This is an optimization exercise on Yosys and OpenROAD, whose aim is small area and a short achievable clock period, not a production implementation. RTL that was checked went through simulation tests only; none was proved equivalent to the original.

## arith_encoder
module arith_encoder #(
  parameter int SYMBOL_WIDTH = 4
) (
  input  logic                    general_clk,
  input  logic                    reset,
  input  logic                    in_valid,
  input  logic [15:0]             fl,
  input  logic [15:0]             fh,
  input  logic [SYMBOL_WIDTH-1:0] symbol,
  input  logic [SYMBOL_WIDTH:0]   nsyms,
  input  logic                    bool_mode,
  output logic                    out_valid,
  output logic [15:0]             range_out,
  output logic [23:0]             low_out,
  output logic [4:0]              cnt_out,
  output logic [1:0]              bit_flag,
  output logic [15:0]             out_bit_1,
  output logic [15:0]             out_bit_2
);
For scale: ~1,700 cells after synthesis, ~84 flip-flops.
clock: 9.0 ns
lec_check: 0
abc_area: 1
cap_margin: 20
core_margin: 2
core_utilization: 40
cts_buf_list: sky130_fd_sc_hd__clkbuf_8
gpl_routability_driven: 0
setup_slack_margin: 3.0
slew_margin: 20
standard.sh (not shown) runs the stock make flow with config.mk's settings and CLKGATE_MAP_FILE= SYNTH_SCRIPT=/design/flow/synth_recipe.tcl, a recipe that flattens the netlist after the stock synthesis.
==> flow/flow/run.sh <==
#!/bin/bash
# The standard layout with three changes: synthesis skips the quick ABC pass
# inside Yosys's synth (the final ABC mapping still runs), adders use Yosys's
# Sklansky carry network instead of Kogge-Stone, and the ports get the
# smallest buffer instead of the delay buffer that buffer_ports picks by
# default. All output goes to run_standard.log in this folder; ORFS keeps its
# own logs under orfs/logs.
set -euo pipefail
export SYNTH_ARGS="-noabc"
export SYNTH_OPERATIONS_ARGS="-extra-map +/choices/sklansky.v"
export BUFFER_PORTS_ARGS="-buffer_cell sky130_fd_sc_hd__buf_1"
bash standard.sh > run_standard.log 2>&1
Next try:
- GPL_ROUTABILITY_DRIVEN: 0 -> not set
- PLACE_DENSITY: not set -> 0.7
=>
- The changed run passed the timing, design-rule and antenna checks
- sequential share of layout area drops by 0.25 points
- via count grows by about 1.7%
- design area came out higher by about 1.8%
- clock skew stays flat
- setup slack gets worse by 0.047 ns
- wire length decreases by about 0.7%
Next try:
- PLACE_DENSITY: 0.7 -> not set
- SETUP_SLACK_MARGIN: 3.0 -> 3.25
The new run went through all stages and came out clean. Clock skew falls by 0.0063 ns. Die area does not change. Via count drops by 0.43%. Final area rose by about 2.6%. Maximum frequency shrinks by 2.0%.

---

arith_encoder, a different RTL version from the one above (not shown whole).
Size in the first run: about 1800 cells after synthesis, roughly 84 flip-flops, about 130 I/O pins.
Settings: LEC_CHECK=0, ABC_AREA=1, CAP_MARGIN=20, CORE_MARGIN=2, CORE_UTILIZATION=40, CTS_BUF_LIST=sky130_fd_sc_hd__clkbuf_8, SETUP_SLACK_MARGIN=3.0, SLEW_MARGIN=20; clock period 9.0 ns.
Scripts as last shown in full above: flow/flow/run.sh
Rerun with:
- SETUP_SLACK_MARGIN: 3.0 -> 2.75
Wire length fell by 1.9%.
Clock skew barely changes.
Global-route usage fell by 0.15 points.
Die area does not change.
No functional check of the RTL was part of any run of this note.

---

RTL: one of the versions met above, not the one the previous note started from.
Size: ~1700 cells after synthesis, about 130 I/O pins.
==> flow/design.v (excerpt) <==
module arith_encoder #(
  parameter int SYMBOL_WIDTH = 4
) (
  input  logic                    general_clk,
  input  logic                    reset,
  input  logic                    in_valid,
  input  logic [15:0]             fl,
  input  logic [15:0]             fh,
  input  logic [SYMBOL_WIDTH-1:0] symbol,
  input  logic [SYMBOL_WIDTH:0]   nsyms,
  input  logic                    bool_mode,
  output logic                    out_valid,
  output logic [15:0]             range_out,
  output logic [23:0]             low_out,
  output logic [4:0]              cnt_out,
  output logic [1:0]              bit_flag,
  output logic [15:0]             out_bit_1,
  output logic [15:0]             out_bit_2
);
  logic        p_x, p_en, p_z;
  logic        p_s;
  logic [9:0]  p_m2n;
  logic [5:0]  p_k;
  logic [9:0]  p_nn;
  logic [4:0]  p_o2;
  logic [15:0] add_next;
  logic [3:0]  d_q;
  pipeline_control u_control (
    .general_clk (general_clk),
    .reset       (reset),
    .in_valid    (in_valid),
    .out_valid   (out_valid)
  );
  probability_stage u_stage_1 (
    .general_clk (general_clk),
    .reset       (reset),
    .in_valid    (in_valid),
    .fl          (fl),
    .fh          (fh),
    .symbol      (symbol),
    .nsyms       (nsyms),
    .bool_mode   (bool_mode),
    .p_x         (p_x),
    .p_en        (p_en),
    .p_z         (p_z),
    .p_s         (p_s),
    .p_m2n       (p_m2n),
    .p_k         (p_k),
    .p_nn         (p_nn),
    .p_o2        (p_o2)
  );
  interval_update u_stage_2 (
    .general_clk (general_clk),
    .reset       (reset),
    .p_x         (p_x),
    .p_en        (p_en),
    .p_z         (p_z),
    .p_s         (p_s),
    .p_m2n       (p_m2n),
    .p_k         (p_k),
    .p_nn         (p_nn),
    .p_o2        (p_o2),
    .range_q     (range_out),
    .d_q         (d_q),
    .add_next    (add_next)
  );
  renormalizer u_stage_3 (
    .general_clk (general_clk),
    .reset       (reset),
    .add_next    (add_next),
    .d_q         (d_q),
    .low_out     (low_out),
  ...
Settings: LEC_CHECK=0, ABC_AREA=1, CAP_MARGIN=20, CORE_MARGIN=2, CORE_UTILIZATION=40, CTS_BUF_LIST=sky130_fd_sc_hd__clkbuf_8, SETUP_SLACK_MARGIN=3.1, SLEW_MARGIN=20; clock period 9.0 ns.
Scripts as last shown in full above: flow/flow/run.sh
The baseline went through all stages and came out clean.
Then changed:
Settings changed: SETUP_SLACK_MARGIN 3.1 to 3.0.
The new run ran to the end with no violations; area after synthesis does not change; die area does not change; core utilization came out lower by 1.4 points; global-route usage drops by 0.35 points; design area shrinks by a few percent.
Then changed:
Settings changed: CORE_UTILIZATION 40 to 50, SETUP_SLACK_MARGIN 3.0 to 2.9.
Effect: Clock-buffer cell count is unchanged. Synthesized cell count is unchanged. Clock skew goes up by 0.0066 ns. Wire length goes down by about 0.9%. Cell count decreases by 3.8%. Via count shrinks by 0.47%.
Then changed:
Settings changed: CORE_UTILIZATION 50 to 40, SETUP_SLACK_MARGIN 2.9 to 2.5.
=> Die area goes up by about 24%. Core utilization goes down by 12 points. First-iteration DRC count goes down by about 4.5%. Setup slack gets worse by 0.30 ns. Register-to-register slack gets worse by 0.30 ns.

## re-timing with driven ports
The results above use ideal ports. As a check the final layouts listed here were re-extracted and re-timed, cells and wires unchanged.
Step 1 assumes that a clkbuf_16 drives the clock port and a buf_2 every other input.
Step 2 times the ports against the registers' clock, not the clock port: input delays grow and output delays shrink by t, the midpoint of the rising clock arrivals with the driver on.
Three values: no drivers, after step 1, after step 2; two values: the first two.
run	shift t [ns]	slack for setup (ns)	worst setup path at the end
the first run of note 1	0.413	3.244 / 3.244 / 3.171	input to register
the second run of note 1	0.411	3.198 / 3.198 / 2.944	input to register
the third run of note 1	0.425	3.080 / 3.080 / 2.901	input to register
the first run of note 2	0.426	3.186 / 3.186 / 2.991	input to register
the second run of note 2	0.427	3.047 / 3.047 / 2.853	input to register
the first run of note 3	0.421	3.171 / 3.171 / 2.955	input to register
the second run of note 3	0.413	3.244 / 3.244 / 3.171	input to register
the third run of note 3	0.435	3.140 / 3.140 / 2.871	input to register
the fourth run of note 3	0.418	2.839 / 2.839 / 2.628	input to register
After both steps setup and hold are still met in every run listed. For the third run of note 3, which loses most, drivers alone change the setup slack by 0.000 ns; drivers and shift together by -0.269 ns.
